Context: an optimization exercise on an open-source flow, tuned for small area, a short achievable clock period and few clock cycles. The choices shown serve that exercise and are no tape-out recipe.
The RTL was checked by simulation tests, not by an equivalence proof against the original design.
Power is estimated from default activity; no workload was simulated.

==> flow/design.v <==
package rid_pkg;
  localparam int unsigned SPEED_DEPTH = 10;
  localparam int unsigned ACCEL_DEPTH = 100;
  localparam int unsigned BLK         = 10;                      
  localparam int unsigned NBLK        = ACCEL_DEPTH / BLK - 1;   
  localparam logic [1:0] CMD_SPEED = 2'd0;
  localparam logic [1:0] CMD_ACCEL = 2'd1;
  localparam logic [1:0] CMD_EVAL  = 2'd2;
  localparam logic signed [15:0] SPEED_LIMIT_RST = -16'sd256;
  function automatic logic sgt(input logic [15:0] a, input logic [15:0] b);
    logic [15:0] g, l;
    logic [7:0]  g1, l1;
    logic [3:0]  g2, l2;
    logic [1:0]  g3, l3;
    g = {~a[15] & b[15], a[14:0] & ~b[14:0]};
    l = {a[15] & ~b[15], ~a[14:0] & b[14:0]};
    for (int i = 0; i < 8; i++) begin
      g1[i] = g[2*i+1] | (~l[2*i+1] & g[2*i]);
      l1[i] = l[2*i+1] | (~g[2*i+1] & l[2*i]);
    end
    for (int i = 0; i < 4; i++) begin
      g2[i] = g1[2*i+1] | (~l1[2*i+1] & g1[2*i]);
      l2[i] = l1[2*i+1] | (~g1[2*i+1] & l1[2*i]);
    end
    for (int i = 0; i < 2; i++) begin
      g3[i] = g2[2*i+1] | (~l2[2*i+1] & g2[2*i]);
      l3[i] = l2[2*i+1] | (~g2[2*i+1] & l2[2*i]);
    end
    sgt = g3[1] | (~l3[1] & g3[0]);
  endfunction
  function automatic logic [48:0] comb(input logic [48:0] a, input logic [48:0] b);
    logic sx, smx, smn;
    sx  = a[48] & sgt(a[47:32], b[47:32]);
    smx = a[48] & sgt(a[31:16], b[31:16]);
    smn = a[48] & sgt(b[15:0], a[15:0]);
    comb = {b[48], sx ? a[47:32] : b[47:32], smx ? a[31:16] : b[31:16],
            smn ? a[15:0] : b[15:0]};
  endfunction
  function automatic logic [48:0] combc(input logic [48:0] a, input logic [48:0] b,
                                        input logic [2:0] c);
    logic sx, smx, smn;
    sx  = a[48] & c[2];
    smx = a[48] & c[1];
    smn = a[48] & c[0];
    combc = {b[48], sx ? a[47:32] : b[47:32], smx ? a[31:16] : b[31:16],
             smn ? a[15:0] : b[15:0]};
  endfunction
  function automatic logic [2:0] combcmp(input logic [47:0] a, input logic [47:0] b);
    combcmp = {sgt(a[47:32], b[47:32]), sgt(a[31:16], b[31:16]), sgt(b[15:0], a[15:0])};
  endfunction
  function automatic logic elapsed_gt(input logic [31:0] now, input logic [31:0] onset,
                                      input logic [31:0] hold);
    logic [33:0] a, b, c, s, k, t;
    a = {2'b00, now};
    b = {2'b00, ~onset};
    c = {2'b00, ~hold};
    s = a ^ b ^ c;
    k = {(a[32:0] & b[32:0]) | (a[32:0] & c[32:0]) | (b[32:0] & c[32:0]), 1'b1};
    t = s + k;
    elapsed_gt = t[33:32] != {1'b0, now >= onset};
  endfunction
  function automatic logic spread_gt(input logic [15:0] zmax, input logic [15:0] zmin,
                                     input logic [15:0] thr);
    logic [17:0] a, b, c, s, k, t;
    a = {{2{zmax[15]}}, zmax};
    b = ~{{2{zmin[15]}}, zmin};
    c = ~{2'b00, thr};
    s = a ^ b ^ c;
    k = {(a[16:0] & b[16:0]) | (a[16:0] & c[16:0]) | (b[16:0] & c[16:0]), 1'b1};
    t = s + k;
    spread_gt = ~t[17];
  endfunction
  function automatic logic [17:0] conv_w(input logic [15:0] g);
    logic [21:0] a, b, c, d, s1, k1, s2, k2, u;
    a = {{1{g[15]}}, g, 5'd0};
    b = {{2{g[15]}}, g, 4'd0};
    c = {{6{g[15]}}, g};
    d = g[15] ? 22'd39 : 22'd40;
    s1 = a ^ b ^ c;
    k1 = {(a[20:0] & b[20:0]) | (a[20:0] & c[20:0]) | (b[20:0] & c[20:0]), 1'b0};
    s2 = s1 ^ k1 ^ d;
    k2 = {(s1[20:0] & k1[20:0]) | (s1[20:0] & d[20:0]) | (k1[20:0] & d[20:0]), 1'b0};
    u  = s2 + k2;
    conv_w = u[21:4];
  endfunction
  function automatic logic [23:0] conv_t(input logic [17:0] w);
    logic [23:0] a, b, c, d, s1, k1, s2, k2;
    a = {{6{w[17]}}, w};
    b = {{5{w[17]}}, w, 1'b0};
    c = {{2{w[17]}}, w, 4'd0};
    d = {{1{w[17]}}, w, 5'd0};
    s1 = a ^ b ^ c;
    k1 = {(a[22:0] & b[22:0]) | (a[22:0] & c[22:0]) | (b[22:0] & c[22:0]), 1'b0};
    s2 = s1 ^ k1 ^ d;
    k2 = {(s1[22:0] & k1[22:0]) | (s1[22:0] & d[22:0]) | (k1[22:0] & d[22:0]), 1'b0};
    conv_t = s2 + k2;
  endfunction
  function automatic logic [15:0] conv_q(input logic [23:0] t);
    logic [39:0] a, b, c, d, s1, k1, s2, k2, r;
    a = {{16{t[23]}}, t};
    b = {{8{t[23]}}, t, 8'd0};
    c = {t, 16'd0};
    d = 40'd1048576;
    s1 = a ^ b ^ c;
    k1 = {(a[38:0] & b[38:0]) | (a[38:0] & c[38:0]) | (b[38:0] & c[38:0]), 1'b0};
    s2 = s1 ^ k1 ^ d;
    k2 = {(s1[38:0] & k1[38:0]) | (s1[38:0] & d[38:0]) | (k1[38:0] & d[38:0]), 1'b0};
    r  = s2 + k2;
    conv_q = r[39:24];
  endfunction
endpackage
module rid_ram #(
  parameter int unsigned DEPTH = 100
) (
  input  logic                 clk_i,
  input  logic                 we_i,
  input  logic [15:0]          x_i,
  input  logic [15:0]          z_i,
  output logic [8:0][15:0]     x_o,     
  output logic [8:0][15:0]     z_o,
  output logic [3:0]           cx_o,    
  output logic [3:0]           cz_o     
);
  localparam int unsigned B0 = DEPTH - 10;    
  logic [15:0] x_q [DEPTH];
  logic [15:0] z_q [DEPTH];
  logic [7:0]  cx_q, cz_q;                    
  always_ff @(posedge clk_i) begin
    if (we_i) begin
      x_q[0] <= x_i;
      z_q[0] <= z_i;
      for (int i = 1; i < DEPTH; i++) begin
        x_q[i] <= x_q[i-1];
        z_q[i] <= z_q[i-1];
      end
      cx_q <= {cx_q[6:0], rid_pkg::sgt(x_q[B0-1], x_q[B0])};
      cz_q <= {cz_q[6:0], rid_pkg::sgt(z_q[B0-1], z_q[B0])};
    end
  end
  for (genvar k = 0; k < 9; k++) begin : g_out
    assign x_o[k] = x_q[DEPTH-9+k];
    assign z_o[k] = z_q[DEPTH-9+k];
  end
  for (genvar i = 0; i < 4; i++) begin : g_cmp
    assign cx_o[i] = cx_q[1+2*i];
    assign cz_o[i] = cz_q[1+2*i];
  end
endmodule
module rid_scan (
  input  logic                               clk_i,
  input  logic [3:0]                         m_i,       
  input  logic                               full_i,    
  input  logic [8:0][15:0]                   x_i,       
  input  logic [8:0][15:0]                   z_i,
  input  logic [3:0]                         cx_i,      
  input  logic [3:0]                         cz_i,      
  input  logic [47:0]                        p_i,       
  input  logic [rid_pkg::NBLK-1:0][47:0]     b_i,       
  input  logic [rid_pkg::NBLK-1:0]           bv_i,
  input  logic [3:0][2:0]                    cb_i,      
  output logic [47:0]                        st_o
);
  logic [8:0]  v;
  logic [48:0] o1 [5];
  logic [48:0] p1 [6];
  logic [48:0] a_o [3], a_p [3];    
  logic [48:0] b_o [2], b_p [2];    
  logic [48:0] c_o, c_p;            
  logic        full_a, full_b, full_c;
  logic [48:0] of, st;
  for (genvar k = 0; k < 9; k++) begin : g_v
    assign v[k] = (4'(k + 1) >= m_i);
  end
  always_comb begin
    for (int i = 0; i < 4; i++)
      o1[i] = {v[2*i+1],
               (v[2*i] & cx_i[i])  ? x_i[2*i] : x_i[2*i+1],
               (v[2*i] & cz_i[i])  ? z_i[2*i] : z_i[2*i+1],
               (v[2*i] & ~cz_i[i]) ? z_i[2*i] : z_i[2*i+1]};
    o1[4] = {v[8], x_i[8], z_i[8], z_i[8]};
    p1[0] = {1'b1, p_i};
    for (int i = 0; i < 4; i++)
      p1[i+1] = rid_pkg::combc({bv_i[2*i+1], b_i[2*i+1]}, {bv_i[2*i], b_i[2*i]}, cb_i[i]);
    p1[5] = {bv_i[8], b_i[8]};
  end
  always_ff @(posedge clk_i) begin
    a_o[0] <= rid_pkg::comb(o1[0], o1[1]);
    a_o[1] <= rid_pkg::comb(o1[2], o1[3]);
    a_o[2] <= o1[4];
    a_p[0] <= rid_pkg::comb(p1[1], p1[0]);
    a_p[1] <= rid_pkg::comb(p1[3], p1[2]);
    a_p[2] <= rid_pkg::comb(p1[5], p1[4]);
    full_a <= full_i;
  end
  always_ff @(posedge clk_i) begin
    b_o[0] <= rid_pkg::comb(a_o[0], a_o[1]);
    b_o[1] <= a_o[2];
    b_p[0] <= rid_pkg::comb(a_p[1], a_p[0]);
    b_p[1] <= a_p[2];
    full_b <= full_a;
  end
  always_ff @(posedge clk_i) begin
    c_o    <= rid_pkg::comb(b_o[0], b_o[1]);
    c_p    <= rid_pkg::comb(b_p[1], b_p[0]);
    full_c <= full_b;
  end
  assign of = full_c ? c_o : {1'b1, 48'd0};
  assign st = rid_pkg::comb(of, c_p);
  always_ff @(posedge clk_i) begin
    st_o <= st[47:0];
  end
endmodule
module reverse_impact_detector_unit #(
  parameter int unsigned SPEED_DEPTH = rid_pkg::SPEED_DEPTH,
  parameter int unsigned ACCEL_DEPTH = rid_pkg::ACCEL_DEPTH
) (
  input  logic         clk_i,
  input  logic         rst_ni,
  input  logic         s_axis_tvalid,
  output logic         s_axis_tready,
  input  logic [79:0]  s_axis_tdata,
  input  logic [1:0]   s_axis_tuser,
  output logic         m_axis_tvalid,
  input  logic         m_axis_tready,
  output logic [55:0]  m_axis_tdata,
  input  logic         cfg_we_i,
  input  logic [1:0]   cfg_idx_i,
  input  logic [31:0]  cfg_data_i
);
  localparam int unsigned NBLK = rid_pkg::NBLK;
  logic signed [15:0] peak_thr_q;
  logic [15:0]        zspread_thr_q;
  logic [31:0]        hold_q;
  logic signed [15:0] limit_q;
  logic signed [19:0] lim10_q;
  always_ff @(posedge clk_i or negedge rst_ni) begin
    if (!rst_ni) begin
      peak_thr_q    <= '0;
      zspread_thr_q <= '0;
      hold_q        <= '0;
      limit_q       <= rid_pkg::SPEED_LIMIT_RST;
    end else if (cfg_we_i) begin
      case (cfg_idx_i)
        2'd0: peak_thr_q    <= cfg_data_i[15:0];
        2'd1: zspread_thr_q <= cfg_data_i[15:0];
        2'd2: hold_q        <= cfg_data_i;
        2'd3: limit_q       <= cfg_data_i[15:0];
        default: ;
      endcase
    end
  end
  always_ff @(posedge clk_i) begin
    lim10_q <= (20'(limit_q) <<< 3) + (20'(limit_q) <<< 1);
  end
  logic               tready_q;
  logic               acc;
  logic               s1s_q, s1a_q, s1e_q;
  logic signed [15:0] d_spd_q;
  logic [15:0]        d_ax_q, d_az_q;
  logic [31:0]        now1_q;
  logic [1:0]         rsv_q;    
  logic               e1_adv, e1_stuck, s1e_d, pop;
  logic [1:0]         rsv_adv;
  assign acc      = s_axis_tvalid & tready_q;
  assign e1_adv   = s1e_q & (rsv_q != 2'd2);
  assign e1_stuck = s1e_q & ~e1_adv;
  assign s1e_d    = (acc & (s_axis_tuser == rid_pkg::CMD_EVAL)) | e1_stuck;
  assign rsv_adv  = rsv_q + 2'(e1_adv);
  always_ff @(posedge clk_i or negedge rst_ni) begin
    if (!rst_ni) begin
      tready_q <= 1'b0;
      s1s_q    <= 1'b0;
      s1a_q    <= 1'b0;
      s1e_q    <= 1'b0;
      rsv_q    <= '0;
    end else begin
      tready_q <= ~(s1e_d & (rsv_adv == 2'd2));
      s1s_q    <= acc & (s_axis_tuser == rid_pkg::CMD_SPEED);
      s1a_q    <= acc & (s_axis_tuser == rid_pkg::CMD_ACCEL);
      s1e_q    <= s1e_d;
      rsv_q    <= rsv_adv - 2'(pop);
    end
  end
  always_ff @(posedge clk_i) begin
    d_spd_q <= s_axis_tdata[15:0];
    d_ax_q  <= s_axis_tdata[31:16];
    d_az_q  <= s_axis_tdata[47:32];
    if (acc) now1_q <= s_axis_tdata[79:48];
  end
  assign s_axis_tready = tready_q;
  logic signed [15:0] spd_q [SPEED_DEPTH];
  logic signed [19:0] sum_q;
  logic [19:0]        sa, sb, sc, ss, sk;
  assign sa = sum_q;
  assign sb = {{4{d_spd_q[15]}}, d_spd_q};
  assign sc = ~{{4{spd_q[SPEED_DEPTH-1][15]}}, spd_q[SPEED_DEPTH-1]};
  assign ss = sa ^ sb ^ sc;
  assign sk = {(sa[18:0] & sb[18:0]) | (sa[18:0] & sc[18:0]) | (sb[18:0] & sc[18:0]), 1'b1};
  always_ff @(posedge clk_i or negedge rst_ni) begin
    if (!rst_ni) begin
      for (int i = 0; i < SPEED_DEPTH; i++) spd_q[i] <= '0;
      sum_q <= '0;
    end else if (s1s_q) begin
      spd_q[0] <= d_spd_q;
      for (int i = 1; i < SPEED_DEPTH; i++) spd_q[i] <= spd_q[i-1];
      sum_q <= ss + sk;
    end
  end
  logic        a2_q, a3_q, a4_q;
  logic [17:0] wx_q, wz_q;
  logic [23:0] tx_q, tz_q;
  logic [15:0] qx_q, qz_q;
  always_ff @(posedge clk_i or negedge rst_ni) begin
    if (!rst_ni) begin
      a2_q <= 1'b0;
      a3_q <= 1'b0;
      a4_q <= 1'b0;
    end else begin
      a2_q <= s1a_q;
      a3_q <= a2_q;
      a4_q <= a3_q;
    end
  end
  always_ff @(posedge clk_i) begin
    wx_q <= rid_pkg::conv_w(d_ax_q);
    wz_q <= rid_pkg::conv_w(d_az_q);
    tx_q <= rid_pkg::conv_t(wx_q);
    tz_q <= rid_pkg::conv_t(wz_q);
    qx_q <= rid_pkg::conv_q(tx_q);
    qz_q <= rid_pkg::conv_q(tz_q);
  end
  logic [8:0][15:0] old_x, old_z;
  logic [3:0]       old_cx, old_cz;
  rid_ram #(
    .DEPTH (ACCEL_DEPTH)
  ) u_win (
    .clk_i (clk_i),
    .we_i  (a4_q),
    .x_i   (qx_q),
    .z_i   (qz_q),
    .x_o   (old_x),
    .z_o   (old_z),
    .cx_o  (old_cx),
    .cz_o  (old_cz)
  );
  logic [47:0]            p_q;
  logic [NBLK-1:0][47:0]  b_q;
  logic [NBLK-1:0]        bv_q;
  logic [NBLK-2:0][2:0]   cb_q;
  logic [3:0]             m_q;
  logic [6:0]             wcnt_q;
  logic                   full_q;
  logic [48:0]            p_upd;
  logic                   push;
  assign p_upd = rid_pkg::comb({1'b1, qx_q, qz_q, qz_q}, {1'b1, p_q});
  assign push  = a4_q && (m_q == 4'd10);
  always_ff @(posedge clk_i or negedge rst_ni) begin
    if (!rst_ni) begin
      p_q    <= '0;
      bv_q   <= '0;
      m_q    <= 4'd10;
      wcnt_q <= '0;
      full_q <= 1'b0;
    end else if (a4_q) begin
      if (push) begin
        bv_q <= {bv_q[NBLK-2:0], 1'b1};
        p_q  <= {qx_q, qz_q, qz_q};
        m_q  <= 4'd1;
      end else begin
        p_q  <= p_upd[47:0];
        m_q  <= m_q + 4'd1;
      end
      if (!full_q) begin
        wcnt_q <= wcnt_q + 7'd1;
        if (wcnt_q == 7'd99) full_q <= 1'b1;
      end
    end
  end
  always_ff @(posedge clk_i) begin
    if (push) begin
      b_q  <= {b_q[NBLK-2:0], p_q};
      cb_q <= {cb_q[NBLK-3:0], rid_pkg::combcmp(b_q[0], p_q)};
    end
  end
  logic [3:0][2:0] cb_pair;
  for (genvar i = 0; i < 4; i++) begin : g_cb
    assign cb_pair[i] = cb_q[2*i];
  end
  logic [47:0] st;    
  rid_scan u_scan (
    .clk_i  (clk_i),
    .m_i    (m_q),
    .full_i (full_q),
    .x_i    (old_x),
    .z_i    (old_z),
    .cx_i   (old_cx),
    .cz_i   (old_cz),
    .p_i    (p_q),
    .b_i    (b_q),
    .bv_i   (bv_q),
    .cb_i   (cb_pair),
    .st_o   (st)
  );
  logic        e2_q, e3_q, e4_q, e5_q, e6_q, e7_q, e8_q;
  logic        wp_q, rp_q;
  logic [31:0] snow_q [2];
  logic [19:0] ssum_q [2];
  logic        scs_q  [2];
  logic        cs2;
  assign cs2 = sum_q[19] & (sum_q > lim10_q);
  always_ff @(posedge clk_i or negedge rst_ni) begin
    if (!rst_ni) begin
      e2_q <= 1'b0;
      e3_q <= 1'b0;
      e4_q <= 1'b0;
      e5_q <= 1'b0;
      e6_q <= 1'b0;
      e7_q <= 1'b0;
      e8_q <= 1'b0;
      wp_q <= 1'b0;
      rp_q <= 1'b0;
    end else begin
      e2_q <= e1_adv;
      e3_q <= e2_q;
      e4_q <= e3_q;
      e5_q <= e4_q;
      e6_q <= e5_q;
      e7_q <= e6_q;
      e8_q <= e7_q;
      if (e1_adv) wp_q <= ~wp_q;
      if (e8_q)   rp_q <= ~rp_q;
    end
  end
  always_ff @(posedge clk_i) begin
    if (e1_adv) snow_q[wp_q] <= now1_q;
    if (e2_q) begin
      ssum_q[~wp_q] <= sum_q;
      scs_q[~wp_q]  <= cs2;
    end
  end
  logic               det_q, setp_q, gta_q, gtb_q;
  logic [31:0]        onset_q;
  logic [31:0]        now7, now8;
  logic               gt, cond, det_d, set;
  logic [15:0]        xmax, zmax, zmin, spread;
  logic [55:0]        pd;
  assign now8 = snow_q[rp_q];
  assign now7 = snow_q[rp_q ^ e8_q];
  always_ff @(posedge clk_i) begin
    gta_q <= rid_pkg::elapsed_gt(now7, now8, hold_q);
    gtb_q <= rid_pkg::elapsed_gt(now7, onset_q, hold_q);
  end
  assign {xmax, zmax, zmin} = st;
  assign spread = zmax - zmin;
  assign gt     = setp_q ? gta_q : gtb_q;
  assign cond   = scs_q[rp_q] & rid_pkg::sgt(xmax, peak_thr_q) &
                  rid_pkg::spread_gt(zmax, zmin, zspread_thr_q);
  assign det_d  = cond | (det_q & ~gt);
  assign set    = cond & ~det_q;
  assign pd     = {3'b000, ssum_q[rp_q], spread, xmax, det_d};
  always_ff @(posedge clk_i or negedge rst_ni) begin
    if (!rst_ni) begin
      det_q   <= 1'b0;
      onset_q <= '0;
      setp_q  <= 1'b0;
    end else begin
      setp_q <= e8_q & set;
      if (e8_q) begin
        det_q <= det_d;
        if (set) onset_q <= now8;
      end
    end
  end
  logic        out_v_q, sk_v_q;
  logic [55:0] out_q, sk_q;
  logic        out_en;
  assign pop    = out_v_q & m_axis_tready;
  assign out_en = pop | ~out_v_q;
  always_ff @(posedge clk_i or negedge rst_ni) begin
    if (!rst_ni) begin
      out_v_q <= 1'b0;
      sk_v_q  <= 1'b0;
    end else begin
      out_v_q <= out_en ? (sk_v_q | e8_q) : 1'b1;
      sk_v_q  <= out_v_q & (pop ? (sk_v_q & e8_q) : (sk_v_q | e8_q));
    end
  end
  always_ff @(posedge clk_i) begin
    if (out_en) out_q <= sk_v_q ? sk_q : pd;
    if (e8_q & out_v_q & (~pop | sk_v_q)) sk_q <= pd;
  end
  assign m_axis_tvalid = out_v_q;
  assign m_axis_tdata  = out_q;
endmodule
==> flow/run.sh <==
#!/bin/bash
# synth_recipe.tcl (not shown) runs the flow's synth.tcl, then flattens the netlist and writes it again
# the make line also repeats each setting of config.mk as NAME=value (left out here)
make -C /OpenROAD-flow-scripts/flow DESIGN_CONFIG=/design/flow/config.mk WORK_HOME=/design/flow/orfs CLKGATE_MAP_FILE= SYNTH_SCRIPT=/design/flow/synth_recipe.tcl finish
==> flow/config.mk <==
export PLATFORM = sky130hd
export DESIGN_NAME = reverse_impact_detector_unit
export DESIGN_NICKNAME = reverse_impact_detector_unit
export VERILOG_FILES = /design/flow/design.v
export SDC_FILE = /design/flow/constraint.sdc
export NUM_CORES = 4
export LEC_CHECK = 0
export CAP_MARGIN = 20
export CORE_MARGIN = 2
export CORE_UTILIZATION = 40
export SETUP_SLACK_MARGIN = 5
export SLEW_MARGIN = 20
==> flow/constraint.sdc <==
create_clock -name core_clock -period 10.0 [get_ports {clk_i}]
set_input_delay 2.0000 -clock core_clock [delete_from_list [all_inputs] [get_ports {clk_i}]]
set_output_delay 2.0000 -clock core_clock [all_outputs]
set_load 0.01 [all_outputs]
==> results of run 1 <==
cells in the final DEF, fill, tap and decap left out, drive strengths merged, types with 174 or more instances in the layout:
cell and instances:
edfxtp 3913, inv 875, dfxtp 789, clkbuf 699, mux2 666, mux2i 532, ha 490, dfrtp 373
nand2 319, maj3 316, a21oi 289, nor2 264, o21ai 244, fa 222, clkdlybuf4s50 174
through the flow:
stage	cell area, µm²	power [µW]
after floorplan	188000	38100
after global placement	197000	41800
after detailed placement	197000	42200
after CTS	214000	61800
after global routing	215000	64700
final	215000	60900
state kept, by name (all words and copies together) (netlist names), 21 cells and up:
name / cells
u_win.x_q: 1600
u_win.z_q: 1600
b_q: 432
spd_q: 160
u_scan.a_p: 146
u_scan.a_o: 131
u_scan.b_p: 97
u_scan.b_o: 82
snow_q: 64
out_q: 53
sk_q: 53
u_scan.c_o: 49
p_q: 48
u_scan.c_p: 48
u_scan.st_o: 48
ssum_q: 40
hold_q: 32
now1_q: 32
onset_q: 32
tx_q: 24
tz_q: 24
cb_q: 21
layout make-up:
type	count	area, µm²	share of cell area [%]
flip-flops and latches	5085	143000	66.6
multi-input cells	4605	40900	19.1
clock buffers	699	14600	6.81
well taps	6198	7750	3.61
inverters	848	3190	1.49
clock inverters	253	2630	1.23
repair buffers	261	2550	1.19
diodes	5	12.5	0.00583
report_power, final:
| group | switching (µW) | internal, µW | total [µW] |
|---|---|---|---|
| Sequential | 1910 | 24900 | 26800 |
| Combinational | 8020 | 6840 | 14900 |
| Clock | 8020 | 11200 | 19200 |
worst max-delay path, stage by stage (launching register included):
cell       delay [ns]
dfxtp_2          0.50
ha_1             0.29
ha_1             0.30
a41o_1           0.22
a21oi_1          0.24
o21bai_1         0.16
a221oi_1         0.52
o21ai_0          0.30
a211oi_1         0.47
o21ai_0          0.28
and4_1           0.26
a2111oi_0        0.63
inv_1            0.12
a21oi_1          0.20
xnor2_1          0.13
layer usage:
layer	GRT usage [%]	routed length, µm	vias to the layer above
li1	-	-	41083
met1	18.7	152000	43906
met2	21.0	148000	1556
met3	2.11	13100	578
met4	4.18	8870	0
met5	0	0	-
worst min-delay path by stage:
stage | start | end | slack (ns) | cells past startpoint
global route | u_scan.a_p[2][45]$_DFF_P_ | u_scan.b_p[1][45]$_DFF_P_ | 0.30 | 0
global placement | u_scan.a_o[2][44]$_DFF_P_ | u_scan.b_o[1][44]$_DFF_P_ | 0.31 | 0
finish | u_scan.a_p[2][45]$_DFF_P_ | u_scan.b_p[1][45]$_DFF_P_ | 0.30 | 0
detailed placement | u_scan.a_p[2][30]$_DFF_P_ | u_scan.b_p[1][30]$_DFF_P_ | 0.31 | 0
floorplan | u_scan.a_o[1][48]$_DFF_P_ | u_scan.b_o[0][48]$_DFF_P_ | 0.31 | 0
CTS | u_scan.a_p[2][45]$_DFF_P_ | u_scan.b_p[1][45]$_DFF_P_ | 0.30 | 0
cell families after synthesis:
| group | count (synthesis) | synth area share, % |
|---|---|---|
| fa+ha+maj | 1028 | 7.34 |
| other cells | 1 | 0.00200 |
| xor+xnor | 139 | 0.649 |
| compound gates | 1123 | 3.97 |
| flops | 5085 | 76.2 |
| buf+inv | 1002 | 2.08 |
| mux | 1198 | 6.86 |
| simple gates | 1114 | 2.90 |
timing repair:
item,in CTS,in global routing
endpoints found under the setup margin,15,25
pin swaps,0,0
gates resized for setup,1,4
==> summary.md, run 1 <==
| Metric | Value |
|---|---|
| DR pass1 iterations | 7 |
| Port Buffers | 175 |
| Max cap viols | 0 |
| H-tree Lvls | 6 |
| Final Max Tran Viols | 0 |
| Max Freq | 213 MHz |
| Yosys cell types | 101 |
| Reg-to-reg startpoint | d_az_q[15]$_DFF_P_ |
| Sum Neg Setup Slack | 0 ns |
| Core area | 0.467 mm² |
| Avg Synthesized Cell Area | 17.5 µm² |
| Clk sinks | 5085 |
| Seq/Total Area, Yosys | 76.2% |
| Worst rel slew slack | 19.2% |
| Routability-driven placement congestion ratio | 0.841 |
| Path depth of the worst reg2reg path | 14 |
| Area delta synth->final | 14.4% |
| Final setup vio count | 0 |
| DR WL/cell | 18.0 µm |
| Largest net degree at the start of global routing | 203 |
| CP Max Fanout | 12 |
| Die width | 689 µm |
| Die ar. | 0.474 mm² |
| Cell leakage power | 0.0733 µW |
| Worst Hold Class | flip-flop to flip-flop |
| First-pass GRT wire length | 503000 µm |
| Synth area leaders | edfxtp_1 63%, dfxtp_1 8.4%, dfrtp_1 5.0% |
| Final Net Count | 12162 |
| Finished Layout Cells | 17954 |
| Clock Skews | 0.0806 ns |
| Post-layout util | 45.9% |
| Register bit total from synthesis | 5085 |
| Worst slew pin tran | 1.21 ns |
| Post-route clock period utilization | 46.9% |
| Post-synth top area share | 62.7% |
| Post-Route WL | 322000 µm |
| Hold_buf cts | 0 |
| Synth warn | 12 |
| Post-DP HPWL | 207000 µm |
| Status | complete, no violations |
| Top cells by count, synth | 3913 x edfxtp_1, 846 x inv_1, 789 x dfxtp_1, 612 x mux2_2, 532 x mux2i_1 |
| Via-to-Cell Ratio | 4.85 |
| Final WS setup | 5.31 ns |
| Area leader, netlist | edfxtp_1 |
| GRT Overall Usage | 13.2% |
| Setup CP Type | flip-flop to flip-flop |
| Root Driver | clkbuf_16 |
| Pre-CTS setup slack | 4.96 ns |
| Crit path time final | 4.69 ns |
| Crit start category | flip-flop |
| Standard-cell rows | 251 |
| Antenna viol nets, final | 0 |
| Initial drt markers | 6518 |
| Initial antenna violation count | 12 |
| CP required | 10.91 ns |
| Most common cell in the synthesized netlist | edfxtp_1 |
| Cells after Synth | 10690 |
| Cell Pwr Density | 284 mW/mm² |
| CP Capture Type | flip-flop |
| DRC | 0 |
| Main flop type after synthesis | edfxtp_1 |
| Placed Cells | 16996 |
| VDD IR max | 0.405 mV |
| Worst EP arrival | 5.59 ns |
| Num ports | 179 |
| EDFF count, synth | 3913 |
| Worst hold slack | 0.296 ns |
| Global route overflow | 0 |
| Asr flop ratio synth | 7.53% |
| DR vias | 87123 |
| Clock transition at path regs | 0.06 ns |
| Post-CTS setup buffers | 0 |
| Final Hold Fails | 0 |
| Starting Density | 40.2% |
| Reg-to-Reg End | wz_q[17]$_DFF_P_ |
| Fill cell count | 39240 |
| Cts bufs inserted | 528 |
| Die H | 689 µm |
| TritonCTS clock tree | yes |
| Fraction of layout instances using a drive strength above 1 | 13.5% |
| FF-to-FF setup slack | 5.31 ns |
| Crit path capture | wz_q[17]$_DFF_P_ |
| Crit path from | d_az_q[15]$_DFF_P_ |
| Mapped Area | 0.188 mm² |
| Vias in the first global route | 89595 |
| Worst-skew pair later-pin latency | 1.04 ns |
| Longest Clk Path Bufs | 4 |
| Setup repair after global routing missed its margin | true |
Testbench counts, summed over its fixed seeds: cycles 8,732.
==> run 2: changes to the inputs <==
--- a/flow/design.v
+++ b/flow/design.v
@@ -49,15 +49,4 @@
     combcmp = {sgt(a[47:32], b[47:32]), sgt(a[31:16], b[31:16]), sgt(b[15:0], a[15:0])};
   endfunction
-  function automatic logic elapsed_gt(input logic [31:0] now, input logic [31:0] onset,
-                                      input logic [31:0] hold);
-    logic [33:0] a, b, c, s, k, t;
-    a = {2'b00, now};
-    b = {2'b00, ~onset};
-    c = {2'b00, ~hold};
-    s = a ^ b ^ c;
-    k = {(a[32:0] & b[32:0]) | (a[32:0] & c[32:0]) | (b[32:0] & c[32:0]), 1'b1};
-    t = s + k;
-    elapsed_gt = t[33:32] != {1'b0, now >= onset};
-  endfunction
   function automatic logic spread_gt(input logic [15:0] zmax, input logic [15:0] zmin,
                                      input logic [15:0] thr);
@@ -439,19 +428,27 @@
     end
   end
-  logic               det_q, setp_q, gta_q, gtb_q;
+  logic               det_q, lset_q, gta_q, gtb_q, ha6_q, ha7_q, sel6_q;
+  logic [31:0]        da_q, db_q;
   logic [31:0]        onset_q;
-  logic [31:0]        now7, now8;
-  logic               gt, cond, det_d, set;
+  logic [31:0]        now6, nowa, now8;
+  logic               ha, gt, cond, det_d, set;
   logic [15:0]        xmax, zmax, zmin, spread;
   logic [55:0]        pd;
+  assign ha   = e7_q | e8_q;
+  assign nowa = snow_q[rp_q];
+  assign now6 = snow_q[sel6_q];
   assign now8 = snow_q[rp_q];
-  assign now7 = snow_q[rp_q ^ e8_q];
   always_ff @(posedge clk_i) begin
-    gta_q <= rid_pkg::elapsed_gt(now7, now8, hold_q);
-    gtb_q <= rid_pkg::elapsed_gt(now7, onset_q, hold_q);
+    da_q  <= now6 - nowa;
+    db_q  <= now6 - onset_q;
+    ha6_q <= ha;
+    gta_q <= da_q > hold_q;
+    gtb_q <= db_q > hold_q;
+    ha7_q <= ha6_q;
+    sel6_q <= rp_q ^ e8_q ^ (e6_q | e7_q);
   end
   assign {xmax, zmax, zmin} = st;
   assign spread = zmax - zmin;
-  assign gt     = setp_q ? gta_q : gtb_q;
+  assign gt     = (ha7_q & lset_q) ? gta_q : gtb_q;
   assign cond   = scs_q[rp_q] & rid_pkg::sgt(xmax, peak_thr_q) &
                   rid_pkg::spread_gt(zmax, zmin, zspread_thr_q);
@@ -463,9 +460,9 @@
       det_q   <= 1'b0;
       onset_q <= '0;
-      setp_q  <= 1'b0;
+      lset_q  <= 1'b0;
     end else begin
-      setp_q <= e8_q & set;
       if (e8_q) begin
-        det_q <= det_d;
+        lset_q <= set;
+        det_q  <= det_d;
         if (set) onset_q <= now8;
       end
==> flow/flow/run.sh (new file) <==
#!/bin/bash
set -euo pipefail
sed 's/"\${@:-finish}"/SETUP_SLACK_MARGIN=6.3 "${@:-finish}"/' standard.sh > standard_margin.sh
grep -q 'SETUP_SLACK_MARGIN=6.3' standard_margin.sh
bash standard_margin.sh > make_flow.log 2>&1
test -f out/final.def
==> flow/standard.sh (new file) <==
#!/bin/bash
# synth_recipe.tcl (not shown) runs the flow's synth.tcl, then flattens the netlist and writes it again
# the make line also repeats each setting of config.mk as NAME=value (left out here)
make -C /OpenROAD-flow-scripts/flow DESIGN_CONFIG=/design/flow/config.mk WORK_HOME=/design/flow/orfs CLKGATE_MAP_FILE= SYNTH_SCRIPT=/design/flow/synth_recipe.tcl "${@:-finish}"
--- a/flow/config.mk
+++ b/flow/config.mk
@@ -9,4 +9,3 @@
 export CORE_MARGIN = 2
 export CORE_UTILIZATION = 40
-export SETUP_SLACK_MARGIN = 5
 export SLEW_MARGIN = 20
removed: flow/run.sh
==> summary.md, run 2 <==
| Metric | Value |
|---|---|
| FF-to-FF setup slack | 6.07 ns (was 5.31 ns) |
| DR WL/cell | 18.5 µm (was 18.0 µm) |
| Area leader, netlist | edfxtp_1 (unchanged) |
| Biggest regs | u_win.x_q (1600), u_win.z_q (1600), b_q (432) (unchanged) |
| Hold path start | u_scan.a_p[2][23]$_DFF_P_ (was u_scan.a_p[2][45]$_DFF_P_) |
| Area delta synth->final | 17.4% (was 14.4%) |
| Global route overflow | 0 (unchanged) |
| Port Buffers | 175 (unchanged) |
| Sw Share | 30.1% (was 29.5%) |
| Worst slew pin tran | 1.07 ns (was 1.21 ns) |
| Final Cell Area | 0.223 mm² (was 0.215 mm²) |
| Worst Hold Class | flip-flop to flip-flop (unchanged) |
| Commonest non-fill, non-tap cell in the layout | edfxtp_1 (unchanged) |
| Via-to-Cell Ratio | 4.89 (was 4.85) |
| Path depth of the worst reg2reg path | 16 (was 14) |
| Reg power frac | 41.7% (was 44.0%) |
| Final Net Count | 12789 (was 12162) |
| Reg-to-Reg End | u_scan.a_o[0][23]$_DFF_P_ (was wz_q[17]$_DFF_P_) |
| Most common cell in the synthesized netlist | edfxtp_1 (unchanged) |
| Post-DP HPWL | 216000 µm (was 207000 µm) |
| Post-synth top area share | 61.9% (was 62.7%) |
| Final WS setup | 6.07 ns (was 5.31 ns) |
| Cell Pwr Density | 291 mW/mm² (was 284 mW/mm²) |
| Register bit total from synthesis | 5152 (was 5085) |
| Clk network pwr share | 30.1% (was 31.6%) |
| Placed Instance Area | 0.199 mm² (was 0.197 mm²) |
| Final Hold Fails | 0 (unchanged) |
| Vias in the first global route | 93790 (was 89595) |
| GRT Overall Usage | 13.9% (was 13.2%) |
| Max cap viols | 0 (unchanged) |
| Standard-cell rows | 252 (was 251) |
| CP Max Fanout | 5 (was 12) |
| Combinational power share | 28.2% (was 24.4%) |
| Yosys cell types | 96 (was 101) |
| Final Max Tran Viols | 0 (unchanged) |
| Crit start category | flip-flop (unchanged) |
| CP Capture Type | flip-flop (unchanged) |
| Setup CP Type | flip-flop to flip-flop (unchanged) |
| Cells after Synth | 11071 (was 10690) |
| Sum Neg Setup Slack | 0 ns (unchanged) |
| Pre-CTS setup slack | 4.88 ns (was 4.96 ns) |
| Synth area leaders | edfxtp_1 62%, dfxtp_1 9.0%, dfrtp_1 4.9% (was edfxtp_1 63%, dfxtp_1 8.4%, dfrtp_1 5.0%) |
| First-pass GRT wire length | 534000 µm (was 503000 µm) |
| Die ar. | 0.480 mm² (was 0.474 mm²) |
| Max Freq | 254 MHz (was 213 MHz) |
| Cts bufs inserted | 540 (was 528) |
| Placed Cells | 17379 (was 16996) |
| Reg-to-reg startpoint | m_q[3]$_DFFE_PN1P_ (was d_az_q[15]$_DFF_P_) |
| Root Driver | clkbuf_16 (unchanged) |
| Initial drt markers | 6602 (was 6518) |
| Synth warn | 12 (unchanged) |
| Core area | 0.472 mm² (was 0.467 mm²) |
| Worst rel slew slack | 27.8% (was 19.2%) |
| Avg Synthesized Cell Area | 17.1 µm² (was 17.5 µm²) |
| Cell leakage power | 0.0768 µW (was 0.0733 µW) |
| Main flop type after synthesis | edfxtp_1 (unchanged) |
| CP required | 10.84 ns (was 10.91 ns) |
| Hold EP | u_scan.b_p[1][23]$_DFF_P_ (was u_scan.b_p[1][45]$_DFF_P_) |
| Setup repair after global routing missed its margin | true (unchanged) |
| VDD IR max | 0.451 mV (was 0.405 mV) |
| Asr flop ratio synth | 7.43% (was 7.53%) |
| Largest net degree at the start of global routing | 223 (was 203) |
| Worst hold slack | 0.284 ns (was 0.296 ns) |
| Mapped Area | 0.190 mm² (was 0.188 mm²) |
| Top cells by count, synth | 3913 x edfxtp_1, 888 x inv_1, 856 x dfxtp_1, 579 x mux2i_1, 543 x mux2_2 (was 3913 x edfxtp_1, 846 x inv_1, 789 x dfxtp_1, 612 x mux2_2, 532 x mux2i_1) |
| Longest Clk Path Bufs | 4 (unchanged) |
| Num ports | 179 (unchanged) |
| EDFF count, synth | 3913 (unchanged) |
| Most frequent cells in the layout | 3913 x edfxtp_1, 861 x inv_1, 783 x dfxtp_1 (was 3913 x edfxtp_1, 845 x inv_1, 788 x dfxtp_1) |
| Die H | 693 µm (was 689 µm) |
| DR pass1 iterations | 5 (was 7) |
| Pint | 45300 µW (was 42900 µW) |
| Initial antenna violation count | 13 (was 12) |
| Status | complete, no violations (unchanged) |
| Starting Density | 40.2% (about the same) |
| TritonCTS clock tree | yes (unchanged) |
| Post-route clock period utilization | 39.3% (was 46.9%) |
| Final setup vio count | 0 (unchanged) |
| H-tree Lvls | 6 (unchanged) |
| Antenna viol nets, final | 0 (unchanged) |
| Clk sinks | 5152 (was 5085) |
| Worst Hold Depth | 0 (unchanged) |
| Clock Skews | 0.0834 ns (was 0.0806 ns) |
| Post-Route WL | 346000 µm (was 322000 µm) |
| Sw Pwr | 19500 µW (was 18000 µW) |
| Crit path time final | 3.93 ns (was 4.69 ns) |
| Routability-driven placement congestion ratio | 0.840 (was 0.841) |
| Seq/Total Area, Yosys | 76.0% (was 76.2%) |
| Fraction of layout instances using a drive strength above 1 | 19.3% (was 13.5%) |
| Worst EP arrival | 4.77 ns (was 5.59 ns) |
| Worst-skew pair later-pin latency | 1.04 ns (about the same) |
| Finished Layout Cells | 18677 (was 17954) |
| Clock transition at path regs | 0.06 ns (about the same) |
| Die width | 693 µm (was 689 µm) |
| DRC | 0 (unchanged) |
| DR vias | 91381 (was 87123) |
==> run 2: changes by cell type after synthesis, sizes merged, moves of 43 or more <==
cell,before,now
o21ai,244,287
mux2i,532,579
mux2,666,609
fa,222,161
dfxtp,789,856
a21oi,289,362
maj3,316,384
==> run 2: critical path, stage by stage (launching register included) <==
cell and delay [ns]:
dfstp_4 0.48, buf_12 0.14, buf_4 0.14, nor4b_4 0.29, buf_12 0.16, mux2i_4 0.07
nand2b_4 0.16, maj3_2 0.29, maj3_2 0.31, maj3_2 0.31, maj3_2 0.30, maj3_2 0.31
a211o_1 0.30, o21ai_4 0.11, o21ai_4 0.10, buf_12 0.16, mux2i_1 0.10
==> run 2: kinds of logic after synthesis <==
logic type | Yosys count | synth area share (%)
xor+xnor | 176 | 0.813
mux | 1188 | 6.72
buf+inv | 1062 | 2.14
fa+ha+maj | 1036 | 6.98
simple gates | 1197 | 3.07
flops | 5152 | 76.0
other cells | 1 | 0.00198
compound gates | 1259 | 4.24
==> run 2: final cells by class <==
class | instances | area [µm²]
antenna | 3 | 7.51
clock buffer | 727 | 14800
clock inverter | 250 | 2740
fill | 39472 | 249000
inverter | 890 | 3380
multi-input combinational | 4872 | 44100
sequential | 5152 | 144000
tap | 6223 | 7790
timing repair buffer | 560 | 5530
==> run 2: metrics by stage <==
step | utilization [%] | total power, µW
final | 47.2 | 64800
after global routing | 47.2 | 68700
after CTS | 46.7 | 64200
after detailed placement | 42.3 | 42700
after global placement | 42.3 | 42400
after floorplan | - | 38800
==> run 2: worst max-delay path by stage <==
stage,startpoint,endpoint,slack (ns)
finish,m_q[3]$_DFFE_PN1P_,u_scan.a_o[0][23]$_DFF_P_,6.07
global route,zspread_thr_q[1]$_DFFE_PN0P_,onset_q[17]$_DFFE_PN0P_,5.91
CTS,m_q[3]$_DFFE_PN1P_,u_scan.a_o[0][11]$_DFF_P_,6.02
detailed placement,flip-flop,da_q[31]$_DFF_P_,4.88
global placement,flip-flop,da_q[31]$_DFF_P_,4.82
floorplan,a4_q$_DFF_PN0_,b_q[0]$_DFFE_PP_,-16.58
==> run 2: routing by layer <==
layer | GRT usage (%) | part of all wire [%] | vias up | wire length, µm
met5 | 0 | 0 | - | 0
met1 | 19.4 | 47 | 45999 | 161000
met2 | 22.3 | 47 | 1712 | 161000
met4 | 4.27 | 2.7 | 0 | 9270
met3 | 2.31 | 4.3 | 624 | 14800
li1 | - | - | 43046 | -
==> run 2: what timing repair did <==
| item | in CTS | in global routing |
|---|---|---|
| gates cloned | 25 | 13 |
| endpoints found under the setup margin | 1924 | 1403 |
| setup buffers | 154 | 125 |
| hold buffers | 0 | 0 |
| gates resized for setup | 740 | 332 |
| pin swaps | 216 | 248 |
==> run 2: power by group through the flow <==
stage               Sequential (µW)  Clock [µW]  Combinational, µW
floorplan                     27300           0              11400
global placement              27400           0              15000
detailed placement            27500           0              15300
CTS                           27000       20200              17000
global route                  27200       21000              20500
finish                        27000       19500              18300
Testbench counts of run 2, summed over its fixed seeds: cycles 8,732.
==> run 3: changes to the inputs <==
==> flow/run.sh (new file) <==
#!/bin/bash
# synth_recipe.tcl (not shown) runs the flow's synth.tcl, then flattens the netlist and writes it again
# the make line also repeats each setting of config.mk as NAME=value (left out here)
make -C /OpenROAD-flow-scripts/flow DESIGN_CONFIG=/design/flow/config.mk WORK_HOME=/design/flow/orfs CLKGATE_MAP_FILE= SYNTH_SCRIPT=/design/flow/synth_recipe.tcl finish
--- a/flow/config.mk
+++ b/flow/config.mk
@@ -8,4 +8,5 @@
 export CAP_MARGIN = 20
 export CORE_MARGIN = 2
-export CORE_UTILIZATION = 40
+export CORE_UTILIZATION = 60
+export SETUP_SLACK_MARGIN = 5
 export SLEW_MARGIN = 20
removed: flow/flow/run.sh
removed: flow/standard.sh
==> summary.md, run 3 <==
| Metric | Value |
|---|---|
| Placed Cells | 15322 (was 17379) |
| Die H | 566 µm (was 693 µm) |
| Avg Synthesized Cell Area | 17.1 µm² (unchanged) |
| Commonest non-fill, non-tap cell in the layout | edfxtp_1 (unchanged) |
| Global route overflow | 0 (unchanged) |
| DR pass1 iterations | 6 (was 5) |
| H-tree Lvls | 6 (unchanged) |
| Die ar. | 0.321 mm² (was 0.480 mm²) |
| Main flop type after synthesis | edfxtp_1 (unchanged) |
| Num ports | 179 (unchanged) |
| Post-Synth XOR/XNOR Area | 0.813% (unchanged) |
| Seq/Total Area, Yosys | 76.0% (unchanged) |
| Synth warn | 12 (unchanged) |
| Clock Skews | 0.0297 ns (was 0.0834 ns) |
| TritonCTS clock tree | yes (unchanged) |
| Max Freq | 210 MHz (was 254 MHz) |
| Die width | 566 µm (was 693 µm) |
| VDD IR max | 0.262 mV (was 0.451 mV) |
| Crit path time final | 4.77 ns (was 3.93 ns) |
| Worst slew pin tran | 1.21 ns (was 1.07 ns) |
| Post-synthesis simple-gate area fraction | 3.07% (unchanged) |
| Post-Route WL | 316000 µm (was 346000 µm) |
| Status | complete, no violations (unchanged) |
| Worst EP arrival | 5.63 ns (was 4.77 ns) |
| Final Max Tran Viols | 0 (unchanged) |
| Initial antenna violation count | 13 (unchanged) |
| Setup repair after global routing missed its margin | true (unchanged) |
| Final Cell Area | 0.214 mm² (was 0.223 mm²) |
| Post-synthesis mux area share | 6.72% (unchanged) |
| Cts bufs inserted | 526 (was 540) |
| Clock transition at path regs | 0.06 ns (about the same) |
| Most common cell in the synthesized netlist | edfxtp_1 (unchanged) |
| Cell Pwr Density | 286 mW/mm² (was 291 mW/mm²) |
| Port Buffers | 175 (unchanged) |
| Biggest regs | u_win.x_q (1600), u_win.z_q (1600), b_q (432) (unchanged) |
| Crit start category | flip-flop (unchanged) |
| Fraction of layout instances using a drive strength above 1 | 12.5% (was 19.3%) |
| Worst rel slew slack | 19.2% (was 27.8%) |
| Sum Neg Setup Slack | 0 ns (unchanged) |
| GRT Overall Usage | 19.4% (was 13.9%) |
| Final Hold Fails | 0 (unchanged) |
| Hold path start | u_scan.a_p[2][29]$_DFF_P_ (was u_scan.a_p[2][23]$_DFF_P_) |
| Final Net Count | 12465 (was 12789) |
| Clk sinks | 5152 (unchanged) |
| Top cells by count, synth | 3913 x edfxtp_1, 888 x inv_1, 856 x dfxtp_1, 579 x mux2i_1, 543 x mux2_2 (unchanged) |
| Final setup vio count | 0 (unchanged) |
| Root Driver | clkbuf_16 (unchanged) |
| Cells after Synth | 11071 (unchanged) |
| Initial drt markers | 6831 (was 6602) |
| Max cap viols | 0 (unchanged) |
| Crit path from | rp_q$_DFFE_PN0P_ (was m_q[3]$_DFFE_PN1P_) |
| Worst Hold Class | flip-flop to flip-flop (unchanged) |
| Starting Density | 60.3% (was 40.2%) |
| DR vias | 88826 (was 91381) |
| CP Max Fanout | 33 (was 5) |
| Post-synth top area share | 61.9% (unchanged) |
| Post-route clock period utilization | 47.7% (was 39.3%) |
| Synth Area in Compound Gates | 4.24% (unchanged) |
| Largest net degree at the start of global routing | 295 (was 223) |
| Synth area leaders | edfxtp_1 62%, dfxtp_1 9.0%, dfrtp_1 4.9% (unchanged) |
| CP Capture Type | flip-flop (unchanged) |
| Register bit total from synthesis | 5152 (unchanged) |
| Post-CTS setup buffers | 0 (was 154) |
| Worst-skew pair later-pin latency | 0.98 ns (was 1.04 ns) |
| Cell leakage power | 0.0741 µW (was 0.0768 µW) |
| Longest Clk Path Bufs | 4 (unchanged) |
| Core area | 0.315 mm² (was 0.472 mm²) |
| Post-DP HPWL | 202000 µm (was 216000 µm) |
| Routability-driven placement congestion ratio | 0.855 (was 0.840) |
| Finished Layout Cells | 16295 (was 18677) |
| Area delta synth->final | 12.8% (was 17.4%) |
| Hold_buf cts | 0 (unchanged) |
| CP required | 10.85 ns (was 10.84 ns) |
| DRC | 0 (unchanged) |
| Vias in the first global route | 89540 (was 93790) |
| EDFF count, synth | 3913 (unchanged) |
| Mapped Area | 0.190 mm² (unchanged) |
| Most frequent cells in the layout | 3913 x edfxtp_1, 888 x inv_1, 854 x dfxtp_1 (was 3913 x edfxtp_1, 861 x inv_1, 783 x dfxtp_1) |
| Asr flop ratio synth | 7.43% (unchanged) |
| Antenna viol nets, final | 0 (unchanged) |
| Adder-cell share of the synthesized area | 6.98% (unchanged) |
| Yosys cell types | 96 (unchanged) |
| Placed Instance Area | 0.197 mm² (was 0.199 mm²) |
| Setup CP Type | flip-flop to flip-flop (unchanged) |
| Standard-cell rows | 206 (was 252) |
| Reg-to-reg startpoint | rp_q$_DFFE_PN0P_ (was m_q[3]$_DFFE_PN1P_) |
| Via-to-Cell Ratio | 5.45 (was 4.89) |
| Area leader, netlist | edfxtp_1 (unchanged) |
| First-pass GRT wire length | 496000 µm (was 534000 µm) |
| Largest family of logic cells by synthesized area | adder cells (unchanged) |
| DR WL/cell | 19.4 µm (was 18.5 µm) |
-- run 3: what timing repair did --
| item | in CTS | in global routing |
|---|---|---|
| gates resized for setup | 2 | 13 |
| hold endpoints to repair | 0 | 0 |
| setup endpoints to repair | 10 | 231 |
-- run 3: critical path, cell delays in order (launching register included) --
cell,delay (ns)
dfrtp_4,0.77
mux2_2,0.43
inv_1,0.09
ha_1,0.22
nor2b_1,0.13
o21ai_0,0.22
a21boi_0,0.18
o21a_1,0.22
o211ai_1,0.25
a21oi_1,0.13
a2111oi_0,0.58
o311ai_0,0.41
nand2_1,0.24
o2111ai_1,0.20
mux2i_1,0.16
a2111oi_0,0.40
-- run 3: metrics by stage --
stage / power [µW] / util [%] / worst slack [ns] / hold WS [ns]
after CTS: 61900 / 68.0 / 5.03 / 0.320
after global placement: 42100 / 62.5 / 5.04 / 0.310
after global routing: 64800 / 68.0 / 4.96 / 0.326
after floorplan: 38800 / - / -16.58 / 0.310
after detailed placement: 42500 / 62.5 / 4.82 / 0.312
final: 61200 / 68.0 / 5.23 / 0.320
-- run 3: layer usage --
| layer | vias up | global-route usage (%) | wire [µm] |
|---|---|---|---|
| li1 | 42329 | - | - |
| met1 | 44268 | 29.5 | 153000 |
| met2 | 1683 | 29.5 | 141000 |
| met3 | 544 | 2.83 | 13800 |
| met4 | 2 | 5.76 | 8170 |
| met5 | - | 0 | 13 |
-- run 3: cells by family after synthesis --
kind of cell / Yosys count
flops: 5152
mux: 1188
buf+inv: 1062
other cells: 1
compound gates: 1259
fa+ha+maj: 1036
xor+xnor: 176
simple gates: 1197
-- run 3: path summary, 6_finish.rpt --
kind | cells past startpoint | slack, ns | to
worst max-delay path | 15 | 5.23 | da_q[31]$_DFF_P_
worst min-delay path | 0 | 0.32 | u_scan.b_p[1][29]$_DFF_P_
worst max register to register | 15 | 5.23 | da_q[31]$_DFF_P_
worst min register to register | 0 | 0.32 | u_scan.b_p[1][29]$_DFF_P_
max in group asynchronous | 3 | 6.98 | spd_q[7][7]$_DFFE_PN0P_
min in group asynchronous | 1 | 0.94 | m_q[0]$_DFFE_PN0P_
-- run 3: area by class of cell --
| cell class | instances | area [µm²] |
|---|---|---|
| Timing Repair Buffer | 263 | 2560 |
| Multi-Input combinational cell | 4859 | 41600 |
| Inverter | 890 | 3370 |
| Tap cell | 4160 | 5200 |
| Clock buffer | 711 | 14500 |
| Clock inverter | 254 | 2500 |
| Antenna cell | 6 | 15.0 |
| Fill cell | 20801 | 101000 |
| Sequential cell | 5152 | 144000 |
-- run 3: power breakdown --
group	internal [µW]	total, µW	switching [µW]
Clock	11200	19000	7880
Sequential	25300	27000	1720
Combinational	6910	15100	8210
Total	43300	61200	17800
==> run 4: changes to the inputs <==
--- a/flow/design.v
+++ b/flow/design.v
@@ -138,5 +138,4 @@
 module rid_scan (
   input  logic                               clk_i,
-  input  logic [3:0]                         m_i,       
   input  logic                               full_i,    
   input  logic [8:0][15:0]                   x_i,       
@@ -150,5 +149,4 @@
   output logic [47:0]                        st_o
 );
-  logic [8:0]  v;
   logic [48:0] o1 [5];
   logic [48:0] p1 [6];
@@ -158,14 +156,11 @@
   logic        full_a, full_b, full_c;
   logic [48:0] of, st;
-  for (genvar k = 0; k < 9; k++) begin : g_v
-    assign v[k] = (4'(k + 1) >= m_i);
-  end
   always_comb begin
     for (int i = 0; i < 4; i++)
-      o1[i] = {v[2*i+1],
-               (v[2*i] & cx_i[i])  ? x_i[2*i] : x_i[2*i+1],
-               (v[2*i] & cz_i[i])  ? z_i[2*i] : z_i[2*i+1],
-               (v[2*i] & ~cz_i[i]) ? z_i[2*i] : z_i[2*i+1]};
-    o1[4] = {v[8], x_i[8], z_i[8], z_i[8]};
+      o1[i] = {1'b1,
+               cx_i[i]  ? x_i[2*i] : x_i[2*i+1],
+               cz_i[i]  ? z_i[2*i] : z_i[2*i+1],
+               ~cz_i[i] ? z_i[2*i] : z_i[2*i+1]};
+    o1[4] = {1'b1, x_i[8], z_i[8], z_i[8]};
     p1[0] = {1'b1, p_i};
     for (int i = 0; i < 4; i++)
@@ -379,5 +374,4 @@
   rid_scan u_scan (
     .clk_i  (clk_i),
-    .m_i    (m_q),
     .full_i (full_q),
     .x_i    (old_x),
@@ -428,5 +422,5 @@
     end
   end
-  logic               det_q, lset_q, gta_q, gtb_q, ha6_q, ha7_q, sel6_q;
+  logic               det_q, lset_q, gta_q, gtb_q, ha6_q, ha7_q;
   logic [31:0]        da_q, db_q;
   logic [31:0]        onset_q;
@@ -437,5 +431,5 @@
   assign ha   = e7_q | e8_q;
   assign nowa = snow_q[rp_q];
-  assign now6 = snow_q[sel6_q];
+  assign now6 = snow_q[rp_q ^ ha];
   assign now8 = snow_q[rp_q];
   always_ff @(posedge clk_i) begin
@@ -446,5 +440,4 @@
     gtb_q <= db_q > hold_q;
     ha7_q <= ha6_q;
-    sel6_q <= rp_q ^ e8_q ^ (e6_q | e7_q);
   end
   assign {xmax, zmax, zmin} = st;
@@ -469,21 +462,29 @@
     end
   end
-  logic        out_v_q, sk_v_q;
-  logic [55:0] out_q, sk_q;
-  logic        out_en;
-  assign pop    = out_v_q & m_axis_tready;
-  assign out_en = pop | ~out_v_q;
+  logic [55:0] ent_q [2];
+  logic        qwp_q, qrp_q, out_v_q;
+  logic [1:0]  cnt_q;
+  logic [55:0] out_q;
+  logic        qrp_n;
+  logic [1:0]  cnt_p;
+  assign pop   = out_v_q & m_axis_tready;
+  assign qrp_n = qrp_q ^ pop;
+  assign cnt_p = cnt_q - 2'(pop);
   always_ff @(posedge clk_i or negedge rst_ni) begin
     if (!rst_ni) begin
+      qwp_q   <= 1'b0;
+      qrp_q   <= 1'b0;
+      cnt_q   <= '0;
       out_v_q <= 1'b0;
-      sk_v_q  <= 1'b0;
     end else begin
-      out_v_q <= out_en ? (sk_v_q | e8_q) : 1'b1;
-      sk_v_q  <= out_v_q & (pop ? (sk_v_q & e8_q) : (sk_v_q | e8_q));
+      if (e8_q) qwp_q <= ~qwp_q;
+      qrp_q   <= qrp_n;
+      cnt_q   <= cnt_p + 2'(e8_q);
+      out_v_q <= (cnt_p != 2'd0) | e8_q;
     end
   end
   always_ff @(posedge clk_i) begin
-    if (out_en) out_q <= sk_v_q ? sk_q : pd;
-    if (e8_q & out_v_q & (~pop | sk_v_q)) sk_q <= pd;
+    if (e8_q) ent_q[qwp_q] <= pd;
+    out_q <= (cnt_p == 2'd0) ? pd : ent_q[qrp_n];
   end
   assign m_axis_tvalid = out_v_q;
==> flow/flow/run.sh (new file) <==
#!/bin/bash
set -euo pipefail
W=$PWD
mkdir -p scripts_abc
for f in "$FLOW_HOME"/scripts/*; do
  ln -sfn "$f" "scripts_abc/$(basename "$f")"
done
rm -f scripts_abc/abc_speed.script
cp flow/abc_speed.script scripts_abc/abc_speed.script
sed 's|"\${@:-finish}"|SCRIPTS_DIR='"$W"'/scripts_abc "${@:-finish}"|' standard.sh > standard_synth_abc.sh
sed 's|"\${@:-finish}"|SETUP_SLACK_MARGIN=6.3 "${@:-finish}"|' standard.sh > standard_margin.sh
grep -q 'scripts_abc' standard_synth_abc.sh
grep -q 'SETUP_SLACK_MARGIN=6.3' standard_margin.sh
bash standard_synth_abc.sh synth > make_synth.log 2>&1
R=orfs/results/${FLOW_PLATFORM}/reverse_impact_detector_unit/base
md5sum "$R/1_2_yosys.v" > synth_netlist.md5
bash standard_margin.sh > make_flow.log 2>&1
if md5sum -c --status synth_netlist.md5; then
  echo "layout built on the delay-mapped synthesis" >> make_flow.log
else
  echo "WARNING: synthesis was run again by the layout make" >> make_flow.log
fi
test -f out/final.def
==> flow/flow/abc_speed.script (new file) <==
strash
dch
map -D 2000
strash
dch
map -D 2000
buffer -c
topo
stime -c
upsize -c
dnsize -c
==> flow/standard.sh (new file) <==
#!/bin/bash
# synth_recipe.tcl (not shown) runs the flow's synth.tcl, then flattens the netlist and writes it again
# the make line also repeats each setting of config.mk as NAME=value (left out here)
make -C /OpenROAD-flow-scripts/flow DESIGN_CONFIG=/design/flow/config.mk WORK_HOME=/design/flow/orfs CLKGATE_MAP_FILE= SYNTH_SCRIPT=/design/flow/synth_recipe.tcl "${@:-finish}"
--- a/flow/config.mk
+++ b/flow/config.mk
@@ -8,5 +8,4 @@
 export CAP_MARGIN = 20
 export CORE_MARGIN = 2
-export CORE_UTILIZATION = 60
-export SETUP_SLACK_MARGIN = 5
+export CORE_UTILIZATION = 40
 export SLEW_MARGIN = 20
removed: flow/run.sh
==> summary.md, run 4 <==
| Metric | Value |
|---|---|
| Clock Skews | 0.0666 ns (was 0.0297 ns) |
| Via-to-Cell Ratio | 4.72 (was 5.45) |
| H-tree Lvls | 6 (unchanged) |
| DR pass1 iterations | 8 (was 6) |
| Avg Synthesized Cell Area | 14.5 µm² (was 17.1 µm²) |
| Fill cell count | 40639 (was 20801) |
| Reg power frac | 41.6% (was 44.1%) |
| Routability-driven placement congestion ratio | 0.820 (was 0.855) |
| Most frequent cells in the layout | 3913 x edfxtp_1, 1738 x nand2_1, 1424 x inv_1 (was 3913 x edfxtp_1, 888 x inv_1, 854 x dfxtp_1) |
| Final Max Tran Viols | 0 (unchanged) |
| Post-synth top area share | 62.2% (was 61.9%) |
| CP Max Fanout | 16 (was 33) |
| Synth warn | 12 (unchanged) |
| Post-DP HPWL | 203000 µm (was 202000 µm) |
| Starting Density | 40.1% (was 60.3%) |
| Setup CP Type | flip-flop to flip-flop (unchanged) |
| Post-layout util | 46.5% (was 68.0%) |
| Antenna viol nets, final | 0 (unchanged) |
| Top cells by count, synth | 3913 x edfxtp_1, 1773 x nand2_1, 1435 x inv_1, 970 x o21ai_0, 902 x dfxtp_1 (was 3913 x edfxtp_1, 888 x inv_1, 856 x dfxtp_1, 579 x mux2i_1, 543 x mux2_2) |
| Worst path max stage delay | 0.49 ns (was 0.77 ns) |
| Port Buffers | 175 (unchanged) |
| Sw Pwr | 20700 µW (was 17800 µW) |
| Worst-skew pair later-pin latency | 1.05 ns (was 0.98 ns) |
| Crit path cell chain | inv_2, fa_1, ha_1, inv_1, o21bai_1, a21oi_1, o21bai_1, a21oi_1, o21ai_1, a21oi_1, nor2_1, o211ai_1, o311ai_2, xor2_2, o2111ai_2, or3_4, clkbuf_16, nand2_1, o21ai_0 (was mux2_2, inv_1, ha_1, nor2b_1, o21ai_0, a21boi_0, o21a_1, o211ai_1, a21oi_1, a2111oi_0, o311ai_0, nand2_1, o2111ai_1, mux2i_1, a2111oi_0) |
| Mapped Area | 0.189 mm² (was 0.190 mm²) |
| Crit start category | flip-flop (unchanged) |
| Die width | 691 µm (was 566 µm) |
| Worst slew pin tran | 1.04 ns (was 1.21 ns) |
| Worst rel slew slack | 30.7% (was 19.2%) |
| Status | complete, no violations (unchanged) |
| Cell leakage power | 0.0775 µW (was 0.0741 µW) |
| Commonest non-fill, non-tap cell in the layout | edfxtp_1 (unchanged) |
| Biggest regs | u_win.x_q (1600), u_win.z_q (1600), b_q (432) (unchanged) |
| Final setup vio count | 0 (unchanged) |
| Most common cell in the synthesized netlist | edfxtp_1 (unchanged) |
| Largest net degree at the start of global routing | 196 (was 295) |
| TritonCTS clock tree | yes (unchanged) |
| Combinational power share | 28.4% (was 24.7%) |
| Standard-cell rows | 252 (was 206) |
| Clock transition at path regs | 0.06 ns (about the same) |
| Asr flop ratio synth | 7.42% (was 7.43%) |
| Worst Hold Class | flip-flop to flip-flop (unchanged) |
| Core area | 0.471 mm² (was 0.315 mm²) |
| Max Freq | 251 MHz (was 210 MHz) |
| Setup repair after global routing missed its margin | true (unchanged) |
| Pre-CTS setup slack | 5.00 ns (was 4.82 ns) |
| Final Cell Area | 0.219 mm² (was 0.214 mm²) |
| GRT Overall Usage | 13.0% (was 19.4%) |
| Sum Neg Setup Slack | 0 ns (unchanged) |
| Area leader, netlist | edfxtp_1 (unchanged) |
| CP required | 10.89 ns (was 10.85 ns) |
| Seq/Total Area, Yosys | 76.8% (was 76.0%) |
| EDFF count, synth | 3913 (unchanged) |
| Num ports | 179 (unchanged) |
| Most used cell, CP | a21oi_1 (was a2111oi_0) |
| Hold_buf cts | 0 (unchanged) |
| Initial antenna violation count | 8 (was 13) |
| Pint | 44700 µW (was 43300 µW) |
| Area delta synth->final | 15.9% (was 12.8%) |
| Yosys cell types | 82 (was 96) |
| Post-route clock period utilization | 39.8% (was 47.7%) |
| Cell Pwr Density | 299 mW/mm² (was 286 mW/mm²) |
| Die H | 691 µm (was 566 µm) |
| Clk network pwr share | 30.0% (was 31.1%) |
| DR vias | 96482 (was 88826) |
| FF-to-FF setup slack | 6.02 ns (was 5.23 ns) |
| Post-Route WL | 323000 µm (was 316000 µm) |
| Crit path time final | 3.98 ns (was 4.77 ns) |
| Final Hold Fails | 0 (unchanged) |
| Sw Share | 31.7% (was 29.1%) |
| Vias in the first global route | 92250 (was 89540) |
| Worst EP arrival | 4.87 ns (was 5.63 ns) |
| Register bit total from synthesis | 5201 (was 5152) |
| Synth area leaders | edfxtp_1 62%, dfxtp_1 9.6%, dfrtp_1 5.0% (was edfxtp_1 62%, dfxtp_1 9.0%, dfrtp_1 4.9%) |
| Overall power | 65400 µW (was 61200 µW) |
| Die ar. | 0.478 mm² (was 0.321 mm²) |
| Main flop type after synthesis | edfxtp_1 (unchanged) |
| Global route overflow | 0 (unchanged) |
| Final WS setup | 6.02 ns (was 5.23 ns) |
| Root Driver | clkbuf_16 (unchanged) |
| Initial drt markers | 7228 (was 6831) |
| CP Capture Type | flip-flop (unchanged) |
| Clk sinks | 5201 (was 5152) |
| Placed Instance Area | 0.198 mm² (was 0.197 mm²) |
| Fraction of layout instances using a drive strength above 1 | 10.6% (was 12.5%) |
| Cts bufs inserted | 539 (was 526) |
| Slowest cell on the critical path | or3_4 (was dfrtp_4) |
| DR WL/cell | 15.8 µm (was 19.4 µm) |
| DRC | 0 (unchanged) |
| Max cap viols | 0 (unchanged) |
| First-pass GRT wire length | 503000 µm (was 496000 µm) |
| Cells after Synth | 13060 (was 11071) |
| Longest Clk Path Bufs | 4 (unchanged) |
| Final Net Count | 14532 (was 12465) |
| VDD IR max | 0.245 mV (was 0.262 mV) |
-- run 4: cell type report --
cell class | count | area [µm²] | area share (%)
Tap cell | 6223 | 7790 | 3.56
Clock inverter | 275 | 2790 | 1.27
Sequential cell | 5201 | 145000 | 66.4
Antenna cell | 3 | 7.51 | 0.00343
Multi-Input combinational cell | 6157 | 38800 | 17.7
Clock buffer | 702 | 14800 | 6.75
Timing Repair inverter | 1 | 8.76 | 0.00400
Inverter | 1440 | 5440 | 2.48
Timing Repair Buffer | 418 | 4020 | 1.84
-- run 4: logic make-up after synthesis --
family | Yosys count | share of synthesized area, %
AO/OA/AOI/OAI | 2301 | 6.94
adder cells (fa/ha/maj) | 655 | 4.97
other | 1 | 0.00198
multiplexers | 159 | 0.906
XOR/XNOR | 224 | 1.04
buffers and inverters | 1710 | 3.45
AND/OR/NAND/NOR | 2809 | 5.85
flip-flops | 5201 | 76.8
-- run 4: path summary, 6_finish.rpt --
kind,start,cells after the start,end
max,zspread_thr_q[1]$_DFFE_PN0P_,19,onset_q[0]$_DFFE_PN0P_
min,u_scan.a_p[2][24]$_DFF_P_,0,u_scan.b_p[1][24]$_DFF_P_
max reg2reg,zspread_thr_q[1]$_DFFE_PN0P_,19,onset_q[0]$_DFFE_PN0P_
min reg2reg,u_scan.a_p[2][24]$_DFF_P_,0,u_scan.b_p[1][24]$_DFF_P_
max in group asynchronous,rst_ni,3,bv_q[1]$_DFFE_PN0P_
min in group asynchronous,rst_ni,1,hold_q[25]$_DFFE_PN0P_
-- run 4: power groups by stage --
| stage | combinational [µW] | clock [µW] | sequential, µW |
|---|---|---|---|
| floorplan | 11800 | 0 | 27600 |
| global placement | 15600 | 0 | 27700 |
| detailed placement | 15800 | 0 | 27700 |
| CTS | 16900 | 20300 | 27300 |
| global route | 21100 | 21100 | 27500 |
| finish | 18600 | 19600 | 27200 |
-- run 4: per-layer routing --
| metal | track usage (%) | wire [µm] |
|---|---|---|
| met1 | 18.7 | 155000 |
| met2 | 20.4 | 146000 |
| met3 | 2.11 | 13600 |
| met4 | 3.72 | 7660 |
| met5 | 0 | 0 |
-- run 4: worst max-delay path: cells and delay by family, from the launching register on --
family          cells  cell delay, ns
compound gates     10            1.39
xor+xnor            1            0.39
fa+ha+maj           2            0.75
buf+inv             3            0.32
flops               1            0.34
simple gates        3            0.63
-- run 4: metrics by stage --
| step | instances | hold WS, ns |
|---|---|---|
| floorplan | 13062 | 0.310 |
| global placement | 19293 | 0.311 |
| detailed placement | 19293 | 0.312 |
| CTS | 20329 | 0.291 |
| global route | 20419 | 0.304 |
| finish | 20420 | 0.308 |
-- run 4: repair_timing --
action / in CTS / in global routing
cloned: 8 / 9
hold endpoints to repair: 0 / 0
resized for setup: 404 / 250
buffers inserted: 51 / 78
endpoints found under the setup margin: 1943 / 1019
pin swaps: 36 / 114
Testbench counts of run 4, summed over its fixed seeds: cycles 8,732.

separate check: timing with driven ports:
The flow's constraints put no driver on any port. The routed layouts listed below were extracted and timed again, unchanged, in two steps. Step 1 assumes that a clkbuf_16 drives the clock port and a buf_2 every other input. Step 2 moves the port delays by t, midway between the first and last clock arrival at a register: inputs arrive t later, outputs are due t later. That takes back most of the time a late clock gives input paths. Three values: ideal ports, drivers, drivers and shift; two values: the first two.
| run | t (ns) | slack for setup (ns) | worst hold slack (ns) | clock arrival spread, ns | cell pins on the clock port's net |
|---|---|---|---|---|---|
| run 1 | 1.109 | 5.311 / 5.311 / 5.311 | 0.296 / 0.296 / 0.296 | 0.088 / 0.089 | 1 |
| run 2 | 1.111 | 6.065 / 6.065 / 5.736 | 0.284 / 0.284 / 0.284 | 0.092 / 0.092 | 1 |
| run 3 | 1.075 | 5.227 / 5.227 / 5.227 | 0.320 / 0.320 / 0.320 | 0.046 / 0.047 | 1 |
| run 4 | 1.124 | 6.023 / 6.023 / 5.593 | 0.308 / 0.308 / 0.308 | 0.083 / 0.083 | 1 |
After both steps setup and hold are still met in every run listed. The setup slack of run 4, which loses most, moves by 0.000 ns with the drivers and by -0.430 ns with both steps.
